What follows belongs to an exercise in optimizing a design on an open flow for small area, a short achievable clock period and few clock cycles per item; a production flow would make more cautious choices.
RTL that was checked went through simulation tests only; none was proved equivalent to the original.

job 9608:
Design lcg_ranged_random_with_checksum, start of the top module:
module lcg_ranged_random_with_checksum (
   input  wire logic              clock,
   input  wire logic              reset,
   input  wire logic              req_valid,
   output      logic              req_ready,
   input  wire logic              req_opcode,
   input  wire logic [WORD_W-1:0] req_seed_value,
   input  wire logic [WORD_W-1:0] req_lower_limit,
   input  wire logic [WORD_W-1:0] req_upper_limit,
   output      logic              rsp_valid,
   input  wire logic              rsp_ready,
   output      logic [WORD_W-1:0] rsp_value,
   output      logic [WORD_W-1:0] rsp_checksum,
   output      logic              rsp_span_error
);
   localparam int HI_W = WORD_W - RAW_W;
   logic [GEN_W-1:0]  gen_ff;
   logic [WORD_W-1:0] chk_ff;
   logic              p_busy_ff;
   logic [WORD_W-1:0] p_lower_ff;
   logic [RAW_W-1:0]  p_rem_ff;
   logic [DIV_W-1:0]  p_div_ff;
   logic [CNT_W-1:0]  p_cnt_ff;
   logic              p_zero_ff, p_rs_ff;
   logic              u_busy_ff;
   logic [WORD_W-1:0] u_lower_ff;
   logic [RAW_W-1:0]  u_rem_ff;
   logic [DIV_W-1:0]  u_div_ff;
   logic [CNT_W-1:0]  u_cnt_ff;
   logic              u_zero_ff;
   logic              done, take, move, accept, draw;
   logic [GEN_W-1:0]  gen_next;
   logic [RAW_W-1:0]  d;
   logic              borrow;
  ...
clock: 7.5 ns
lec_check: 0
abc_area: 0
cap_margin: 0
core_margin: 2
core_utilization: 60
cts_buf_list: sky130_fd_sc_hd__clkbuf_8 sky130_fd_sc_hd__clkbuf_16
cts_cluster_diameter: 80
cts_cluster_size: 20
place_density: 0.7
setup_slack_margin: 2.8
slew_margin: 0
standard.sh (not shown) runs the stock make flow with config.mk's settings and CLKGATE_MAP_FILE= SYNTH_SCRIPT=/design/flow/synth_recipe.tcl, a recipe that flattens the netlist after the stock synthesis.
==> flow/flow/run.sh <==
#!/bin/bash
# Standard layout, with the port buffers drawn from the smallest buffer cell.
set -euo pipefail
export BUFFER_PORTS_ARGS="-buffer_cell sky130_fd_sc_hd__buf_1"
bash standard.sh > standard_flow.log 2>&1
Testbench counts of job 9608, summed over its fixed seeds: cycles 5,774, items 3,200.
[inputs] job 9666 vs job 9608
# job 9608
export LEC_CHECK = 0
export ABC_AREA = 0
export CAP_MARGIN = 0
export CORE_MARGIN = 2
export CORE_UTILIZATION = 60
export CTS_BUF_LIST = sky130_fd_sc_hd__clkbuf_8 sky130_fd_sc_hd__clkbuf_16
export CTS_CLUSTER_DIAMETER = 80
export CTS_CLUSTER_SIZE = 20
export PLACE_DENSITY = 0.7
export SETUP_SLACK_MARGIN = 2.8
export SLEW_MARGIN = 0
create_clock -name core_clock -period 7.5 [get_ports {clock}]
# job 9666
export LEC_CHECK = 0
export ABC_AREA = 1
export CAP_MARGIN = 0
export CORE_MARGIN = 2
export CORE_UTILIZATION = 60
export CTS_BUF_LIST = sky130_fd_sc_hd__clkbuf_8 sky130_fd_sc_hd__clkbuf_16
export CTS_CLUSTER_DIAMETER = 80
export CTS_CLUSTER_SIZE = 20
export PLACE_DENSITY = 0.7
export SETUP_SLACK_MARGIN = 2.8
export SLEW_MARGIN = 0
create_clock -name core_clock -period 7.5 [get_ports {clock}]
-- flow/flow/run.sh --
<<< job 9608, line 5
>>> job 9666, line 5
export RECOVER_POWER=100
## What came out
- Complete run, failing final checks: job 9666, reason max-capacitance violations, max-slew violations.
- Changes observed in job 9666 relative to job 9608: aggregate negative setup slack level; utilization of the core after routing saw a decrease; pin count of the biggest net entering global routing decreased by 20 relative to the old numbers.
What job 1831 does differently from job 9666 at the input level:
-- flow/flow/run.sh --
<<< job 9666, line 5
export RECOVER_POWER=100
>>> job 1831, line 5
### Flow results
Job 1831 closes out successfully: all stages finished, all timing, DRC and antenna checks passed.
In job 1831 the data required time at the worst endpoint turned out 1760 ps lower than in job 9666.
sky130_fd_sc_hd__edfxtp_1 as the slowest stage cell on the critical path was reported by job 1831, and sky130_fd_sc_hd__inv_1 by job 9666.
Taking job 9666 as the reference, in job 1831 multi-input logic area rose by about 1%, final critical delay including setup and external delays decreased by 890 ps relative to the old numbers.

========
== run A ==
lcg_ranged_random_with_checksum, a different RTL version from the one above (not shown whole).
Size: roughly 2000 cells after synthesis, ~170 I/O pins, about 0.015 mm2 of cells after synthesis.
==> flow/config.mk <==
export PLATFORM = sky130hd
export DESIGN_NAME = lcg_ranged_random_with_checksum
export DESIGN_NICKNAME = lcg_ranged_random_with_checksum
export VERILOG_FILES = /design/flow/design.v
export SDC_FILE = /design/flow/constraint.sdc
export NUM_CORES = 4
export LEC_CHECK = 0
export ABC_AREA = 1
export CAP_MARGIN = 20
export CORE_MARGIN = 2
export CORE_UTILIZATION = 40
export SETUP_SLACK_MARGIN = 3.2
export SLEW_MARGIN = 20
==> flow/constraint.sdc <==
create_clock -name core_clock -period 7.5 [get_ports {clock}]
set_input_delay 1.5000 -clock core_clock [delete_from_list [all_inputs] [get_ports {clock}]]
set_output_delay 1.5000 -clock core_clock [all_outputs]
set_load 0.01 [all_outputs]
run.sh (not shown) runs the stock make flow with config.mk's settings and CLKGATE_MAP_FILE= SYNTH_SCRIPT=/design/flow/synth_recipe.tcl, a recipe that flattens the netlist after the stock synthesis.
Stock flow here: none of the scripts above is used.
Run A: done, clean on timing, DRC and antenna
For run H, these inputs were changed with respect to run A:
- SETUP_SLACK_MARGIN now 2.5, was 3.2
## What came out
Run H: full flow OK, the timing, DRC and antenna checks passed. Per the comparison of run H with run A, total number of vias now sits lower, later-pin clock latency in the skew report now sits at about the same level.
Function was not checked in any run of this note: the RTL went through the layout flow alone.

========
== JK ==
lcg_ranged_random_with_checksum, a different RTL version from the one above (not shown whole).
For scale: about 1900 cells after synthesis, about 170 I/O pins, ~14000 um^2 of cells after synthesis.
export LEC_CHECK = 0
export ABC_AREA = 1
export CAP_MARGIN = 20
export CORE_MARGIN = 2
export CORE_UTILIZATION = 40
export SETUP_SLACK_MARGIN = 2.0
export SLEW_MARGIN = 20
create_clock -name core_clock -period 7.5 [get_ports {clock}]
standard.sh (not shown) runs the stock make flow with config.mk's settings and CLKGATE_MAP_FILE= SYNTH_SCRIPT=/design/flow/synth_recipe.tcl, a recipe that flattens the netlist after the stock synthesis.
==> flow/flow/run.sh <==
#!/bin/bash
# Standard layout, with the port buffers drawn from the smallest buffer cell.
set -euo pipefail
export BUFFER_PORTS_ARGS="-buffer_cell sky130_fd_sc_hd__buf_1"
bash standard.sh > standard_flow.log 2>&1
JK finished all stages; the layout is clean.
Testbench counts of JK, summed over its fixed seeds: cycles 8,196, items 3,200.
For MS, these inputs were changed with respect to JK:
- swapping 2.0 for 2.5 in SETUP_SLACK_MARGIN
==> flow/run.sh (new file) <==
#!/bin/bash
# synth_recipe.tcl (not shown) runs the flow's synth.tcl, then flattens the netlist and writes it again
# the make line also repeats each setting of config.mk as NAME=value (left out here)
make -C /OpenROAD-flow-scripts/flow DESIGN_CONFIG=/design/flow/config.mk WORK_HOME=/design/flow/orfs CLKGATE_MAP_FILE= SYNTH_SCRIPT=/design/flow/synth_recipe.tcl finish
removed: flow/flow/run.sh
removed: flow/standard.sh
==> notes.md <==
MS: PASS, flow complete, no timing, DRC or antenna violations
MS ended up with a higher total non-filler cell area in the finished layout than JK did.
On critical path depth: between JK and MS, it ends up lower for JK.
Looking at multi-input gate share of total cell area across JK and MS, the one that comes out lower is MS.
Taking JK as the reference, in MS fraction of the cycle the final worst path needs -7.1 points; cell count +25.
Taking JK as the reference, in MS logic depth of the worst register-to-register path increased 4; total via count after detailed routing increased 152.
Inputs modified between MS and AL:
- PLACE_DENSITY newly set to 0.75
- CORE_UTILIZATION changed from 40 to 65
==> flow/flow/run.sh (new file) <==
#!/bin/bash
# Standard layout, with the port buffers drawn from the smallest buffer cell.
set -euo pipefail
export BUFFER_PORTS_ARGS="-buffer_cell sky130_fd_sc_hd__buf_1"
bash standard.sh > standard_flow.log 2>&1
==> flow/standard.sh (new file) <==
#!/bin/bash
# synth_recipe.tcl (not shown) runs the flow's synth.tcl, then flattens the netlist and writes it again
# the make line also repeats each setting of config.mk as NAME=value (left out here)
make -C /OpenROAD-flow-scripts/flow DESIGN_CONFIG=/design/flow/config.mk WORK_HOME=/design/flow/orfs CLKGATE_MAP_FILE= SYNTH_SCRIPT=/design/flow/synth_recipe.tcl "${@:-finish}"
removed: flow/run.sh
==> notes.md <==
AL has completed all stages; timing, DRC and antenna checks passed. A capturing element of the worst setup path of rem_ff[7] is what MS shows, while rem_ff[12] belongs to AL. Taking MS as the reference, in AL required time of the critical path +0.13 ns; post-route minimum period -0.092 ns. Of AL and MS, the lower design area belongs to AL.

========
quartz:
The RTL this note starts from:
==> flow/design.v <==
`default_nettype none
package lcg_rr_pkg;
   localparam int WORD_W  = 32;
   localparam int GEN_W   = 31;
   localparam int RAW_W   = 15;
   localparam int RAW_LSB = 16;
   localparam int STEPS   = 2;
   localparam int DIV_W   = RAW_W + STEPS - 1;
   localparam int NRM_N   = (STEPS == 1) ? 4 : (STEPS <= 3) ? 3 : 2;
   localparam int CNT_W   = NRM_N + 1;
   localparam logic [GEN_W-1:0] LCG_ADD = 31'd2531011;
endpackage
`default_nettype wire
`default_nettype none
import lcg_rr_pkg::*;
module lcg_ranged_random_with_checksum (
   input  wire logic              clock,
   input  wire logic              reset,
   input  wire logic              req_valid,
   output      logic              req_ready,
   input  wire logic              req_opcode,
   input  wire logic [WORD_W-1:0] req_seed_value,
   input  wire logic [WORD_W-1:0] req_lower_limit,
   input  wire logic [WORD_W-1:0] req_upper_limit,
   output      logic              rsp_valid,
   input  wire logic              rsp_ready,
   output      logic [WORD_W-1:0] rsp_value,
   output      logic [WORD_W-1:0] rsp_checksum,
   output      logic              rsp_span_error
);
   localparam int HI_W = WORD_W - RAW_W;
   logic [GEN_W-1:0]  gen_ff;
   logic [WORD_W-1:0] chk_ff;
   logic              p_busy_ff;
   logic [WORD_W-1:0] p_lower_ff;
   logic [RAW_W-1:0]  p_rem_ff;
   logic [DIV_W-1:0]  p_div_ff;
   logic [CNT_W-1:0]  p_cnt_ff;
   logic              p_zero_ff, p_rs_ff;
   logic              u_busy_ff;
   logic [WORD_W-1:0] u_lower_ff;
   logic [RAW_W-1:0]  u_rem_ff;
   logic [DIV_W-1:0]  u_div_ff;
   logic [CNT_W-1:0]  u_cnt_ff;
   logic              u_zero_ff;
   logic              done, take, move, accept, draw;
   logic [GEN_W-1:0]  gen_next;
   logic [RAW_W-1:0]  d;
   logic              borrow;
   logic [HI_W-1:0]   up_hi, lo_hi, hi_x, lo_pre;
   logic              eq_lo, eq_hi, inc_hi;
   logic              span_zero, span_small;
   logic [DIV_W-1:0]  div_init;
   logic [NRM_N-1:0]  nrm_m;
   logic [RAW_W-1:0]  p_rem_nx, u_rem_nx;
   logic [DIV_W-1:0]  p_div_nx, u_div_nx;
   logic [CNT_W-1:0]  p_cnt_nx, u_cnt_nx;
   logic [RAW_W-1:0]  sum_lo;
   logic              sum_c;
   logic [HI_W-1:0]   lower_hi1;
   logic [WORD_W-1:0] value;
   assign done      = u_busy_ff && (u_cnt_ff == '0);
   assign take      = done && rsp_ready;
   assign move      = p_busy_ff && (!u_busy_ff || take);
   assign req_ready = !p_busy_ff || !u_busy_ff || take;
   assign accept    = req_valid && req_ready;
   assign draw      = !req_opcode;
   assign gen_next  = gen_ff + (gen_ff << 10) + (gen_ff << 14) + (gen_ff << 18)
                      - (gen_ff << 2) - (gen_ff << 16) + LCG_ADD;
   assign {borrow, d} = {1'b0, req_upper_limit[RAW_W-1:0]} - {1'b0, req_lower_limit[RAW_W-1:0]};
   assign up_hi = req_upper_limit[WORD_W-1:RAW_W];
   assign lo_hi = req_lower_limit[WORD_W-1:RAW_W];
   assign hi_x  = up_hi ^ lo_hi;
   always_comb begin
      lo_pre[0] = 1'b1;
      for (int i = 1; i < HI_W; i++) lo_pre[i] = lo_pre[i-1] & lo_hi[i-1];
   end
   assign eq_lo      = (req_upper_limit[RAW_W-1:0] == req_lower_limit[RAW_W-1:0]);
   assign eq_hi      = (hi_x == '0);
   assign inc_hi     = (hi_x == lo_pre);
   assign span_zero  = eq_lo && eq_hi;
   assign span_small = borrow ? inc_hi : (eq_hi && !eq_lo);
   always_comb begin
      div_init = DIV_W'(d) << (STEPS - 1);
      for (int b = NRM_N - 1; b >= 0; b--) begin
         if ((div_init & ({DIV_W{1'b1}} << (DIV_W - (STEPS << b)))) == '0) begin
            div_init = div_init << (STEPS << b);
            nrm_m[b] = 1'b1;
         end else begin
            nrm_m[b] = 1'b0;
         end
      end
   end
   function automatic logic [RAW_W-1:0] div_step(input logic [RAW_W-1:0] rem,
                                                 input logic [DIV_W-1:0] div);
      logic [DIV_W-1:0] dj;
      logic [RAW_W-1:0] diff;
      logic             fits;
      div_step = rem;
      for (int j = 0; j < STEPS; j++) begin
         dj = ~(~div >> j);
         {fits, diff} = {1'b0, div_step} + {1'b0, dj[RAW_W-1:0]} + 1'b1;
         if (fits && (&(dj | ({DIV_W{1'b1}} >> (DIV_W - RAW_W))))) div_step = diff;
      end
   endfunction
   assign p_rem_nx = div_step(p_rem_ff, p_div_ff);
   assign p_div_nx = (p_cnt_ff <= 1) ? '1 : ~(~p_div_ff >> STEPS);
   assign p_cnt_nx = (p_cnt_ff == '0) ? '0 : p_cnt_ff - 1'b1;
   assign u_rem_nx = div_step(u_rem_ff, u_div_ff);
   assign u_div_nx = (u_cnt_ff <= 1) ? '1 : ~(~u_div_ff >> STEPS);
   assign u_cnt_nx = (u_cnt_ff == '0) ? '0 : u_cnt_ff - 1'b1;
   assign {sum_c, sum_lo} = {1'b0, u_lower_ff[RAW_W-1:0]} + {1'b0, u_rem_ff};
   assign lower_hi1      = u_lower_ff[WORD_W-1:RAW_W] + 1'b1;
   assign value          = {sum_c ? lower_hi1 : u_lower_ff[WORD_W-1:RAW_W], sum_lo};
   assign rsp_valid      = done;
   assign rsp_value      = value;
   assign rsp_checksum   = chk_ff ^ (u_zero_ff ? '0 : value);
   assign rsp_span_error = u_zero_ff;
   always_ff @(posedge clock) begin
      if (reset) begin
         p_busy_ff <= 1'b0;
         u_busy_ff <= 1'b0;
         gen_ff    <= '0;
         chk_ff    <= '0;
      end else begin
         if (accept) begin
            p_busy_ff <= 1'b1;
         end else if (move) begin
            p_busy_ff <= 1'b0;
         end
         if (move) begin
            u_busy_ff <= 1'b1;
         end else if (take) begin
            u_busy_ff <= 1'b0;
         end
         if (accept) begin
            gen_ff <= draw ? gen_next : req_seed_value[GEN_W-1:0];
         end
         if (move && p_rs_ff) begin
            chk_ff <= '0;
         end else if (take) begin
            chk_ff <= rsp_checksum;
         end
      end
   end
   always_ff @(posedge clock) begin
      if (accept) begin
         p_lower_ff <= draw ? req_lower_limit : '0;
         p_zero_ff  <= draw && span_zero;
         p_rs_ff    <= !draw;
         p_rem_ff   <= (draw && !span_zero) ? gen_next[RAW_LSB +: RAW_W] : '0;
         p_cnt_ff   <= (draw && span_small) ? CNT_W'(nrm_m) + 1'b1 : '0;
         p_div_ff   <= (draw && span_small) ? ~div_init : '1;
      end else begin
         p_rem_ff   <= p_rem_nx;
         p_cnt_ff   <= p_cnt_nx;
         p_div_ff   <= p_div_nx;
      end
   end
   always_ff @(posedge clock) begin
      if (move) begin
         u_lower_ff <= p_lower_ff;
         u_zero_ff  <= p_zero_ff;
         u_rem_ff   <= p_rem_nx;
         u_cnt_ff   <= p_cnt_nx;
         u_div_ff   <= p_div_nx;
      end else begin
         u_rem_ff   <= u_rem_nx;
         u_cnt_ff   <= u_cnt_nx;
         u_div_ff   <= u_div_nx;
      end
   end
endmodule
`default_nettype wire
clock: 7.5 ns
lec_check: 0
abc_area: 1
cap_margin: 0
core_margin: 2
core_utilization: 70
cts_buf_list: sky130_fd_sc_hd__clkbuf_8 sky130_fd_sc_hd__clkbuf_16
cts_cluster_diameter: 80
cts_cluster_size: 20
place_density: 0.8
setup_slack_margin: 2.8
slew_margin: 0
==> flow/flow/run.sh <==
#!/bin/bash
# Standard layout, with the port buffers drawn from the smallest buffer cell.
set -euo pipefail
export BUFFER_PORTS_ARGS="-buffer_cell sky130_fd_sc_hd__buf_1"
bash standard.sh > standard_flow.log 2>&1
Every stage of the flow completed for quartz, and the final layout passed the timing, DRC and antenna checks.
Testbench counts of quartz, summed over its fixed seeds: cycles 5,774, items 3,200.
What tundra does differently from quartz at the input level:
--- a/flow/config.mk
+++ b/flow/config.mk
@@ -9,9 +9,9 @@
 export CAP_MARGIN = 0
 export CORE_MARGIN = 2
-export CORE_UTILIZATION = 70
+export CORE_UTILIZATION = 60
 export CTS_BUF_LIST = sky130_fd_sc_hd__clkbuf_8 sky130_fd_sc_hd__clkbuf_16
 export CTS_CLUSTER_DIAMETER = 80
 export CTS_CLUSTER_SIZE = 20
-export PLACE_DENSITY = 0.8
-export SETUP_SLACK_MARGIN = 2.8
+export PLACE_DENSITY = 0.7
+export SETUP_SLACK_MARGIN = 2.95
 export SLEW_MARGIN = 0
### Flow results
- Area growth from synthesis to layout, tundra and quartz, higher one = tundra.
- Re maximum number of pins on one net before global-route repair: quartz was lower than tundra.
- Relative to quartz, final period demand of the worst path has decreased by 190 ps in tundra.
- Between tundra and quartz, it is tundra whose sequential share of layout area is lower, by 0.61 points.
- Summary of tundra over quartz: number of antenna violations at the first check in global routing higher.
Changes in cedar relative to tundra:
--- a/flow/flow/run.sh
+++ b/flow/flow/run.sh
@@ -3,3 +3,4 @@
 set -euo pipefail
 export BUFFER_PORTS_ARGS="-buffer_cell sky130_fd_sc_hd__buf_1"
+export RECOVER_POWER=50
 bash standard.sh > standard_flow.log 2>&1
--- a/flow/config.mk
+++ b/flow/config.mk
@@ -14,4 +14,4 @@
 export CTS_CLUSTER_SIZE = 20
 export PLACE_DENSITY = 0.7
-export SETUP_SLACK_MARGIN = 2.95
+export SETUP_SLACK_MARGIN = 2.8
 export SLEW_MARGIN = 0
Notes after the runs:
- tundra -> cedar: remaining global-route overflow delta 0, exact match
- cedar vs. tundra: area occupied by multi-input gates went down by 1.8%.
- Between tundra and cedar, routed metal-1 wirelength is higher for tundra, cedar comes in under that.
- cedar vs tundra, met3 wirelength from detailed routing went down by about 14%.
- What the final checks of cedar revealed, after a flow that finished every stage, was a layout that fails on max-capacitance violations, max-slew violations.
Input changes introduced in raven (baseline for comparison: cedar):
--- a/flow/flow/run.sh
+++ b/flow/flow/run.sh
@@ -3,4 +3,3 @@
 set -euo pipefail
 export BUFFER_PORTS_ARGS="-buffer_cell sky130_fd_sc_hd__buf_1"
-export RECOVER_POWER=50
 bash standard.sh > standard_flow.log 2>&1
--- a/flow/config.mk
+++ b/flow/config.mk
@@ -9,9 +9,9 @@
 export CAP_MARGIN = 0
 export CORE_MARGIN = 2
-export CORE_UTILIZATION = 60
+export CORE_UTILIZATION = 50
 export CTS_BUF_LIST = sky130_fd_sc_hd__clkbuf_8 sky130_fd_sc_hd__clkbuf_16
 export CTS_CLUSTER_DIAMETER = 80
 export CTS_CLUSTER_SIZE = 20
-export PLACE_DENSITY = 0.7
+export PLACE_DENSITY = 0.6
 export SETUP_SLACK_MARGIN = 2.8
 export SLEW_MARGIN = 0
==> notes.md <==
raven completed; timing, DRC and antenna clean
raven vs cedar, instance count: raven higher
raven against cedar: routed wire length on met2 saw an increase, non-clock inverter instance count of the final layout ~0 delta, maximum single-stage delay on the critical path shows a reduction of 720 ps, placed standard-cell area climbed 74 um^2.
From cedar to raven the numbers moved as follows: final critical-path setup slack up 850 ps; vias after detailed routing flat; area of the die up 0.0060 mm^2; global-route wire length before repair up about 5%.

-- separate check: timing with driven ports --
The results above use ideal ports. As a check the final layouts listed here were re-extracted and re-timed, cells and wires unchanged.
Step 1: set_driving_cell puts a clkbuf_16 on clock and a buf_2 on each other input, an assumption about the parent block.
Step 2 moves the port delays by t, midway between the first and last clock arrival at a register: inputs arrive t later, outputs are due t later. That takes back most of the time a late clock gives input paths.
Three values: ideal ports, drivers, drivers and shift; two values: the first two.
run | t, ns | setup WS [ns] | worst setup path at the end | slew at the worst register clock pin (ns)
job 9608 | 0.501 | 2.599 / 2.548 / 2.532 | input to register | 0.09 / 0.09
job 9666 | 0.492 | 2.083 / 2.113 / 1.620 | input to register | 0.09 / 0.09
job 1831 | 0.495 | 2.971 / 2.922 / 3.011 | register to register | 0.09 / 0.09
run A | 0.491 | 2.974 / 2.921 / 2.805 | input to register | 0.07 / 0.07
run H | 0.500 | 2.579 / 2.526 / 2.391 | input to register | 0.07 / 0.07
JK | 0.482 | 2.055 / 2.055 / 2.055 | register to register | 0.07 / 0.07
MS | 0.483 | 2.584 / 2.584 / 2.439 | input to register | 0.07 / 0.07
AL | 0.480 | 2.676 / 2.676 / 2.676 | register to register | 0.06 / 0.06
quartz | 0.498 | 2.850 / 2.800 / 2.864 | input to register | 0.09 / 0.09
tundra | 0.496 | 3.044 / 2.993 / 2.986 | input to register | 0.09 / 0.09
cedar | 0.496 | 2.124 / 2.154 / 1.658 | input to register | 0.09 / 0.09
raven | 0.497 | 2.970 / 2.920 / 2.964 | input to register | 0.08 / 0.08
The setup slack of cedar, which loses most, moves by +0.030 ns with the drivers and by -0.466 ns with both steps.
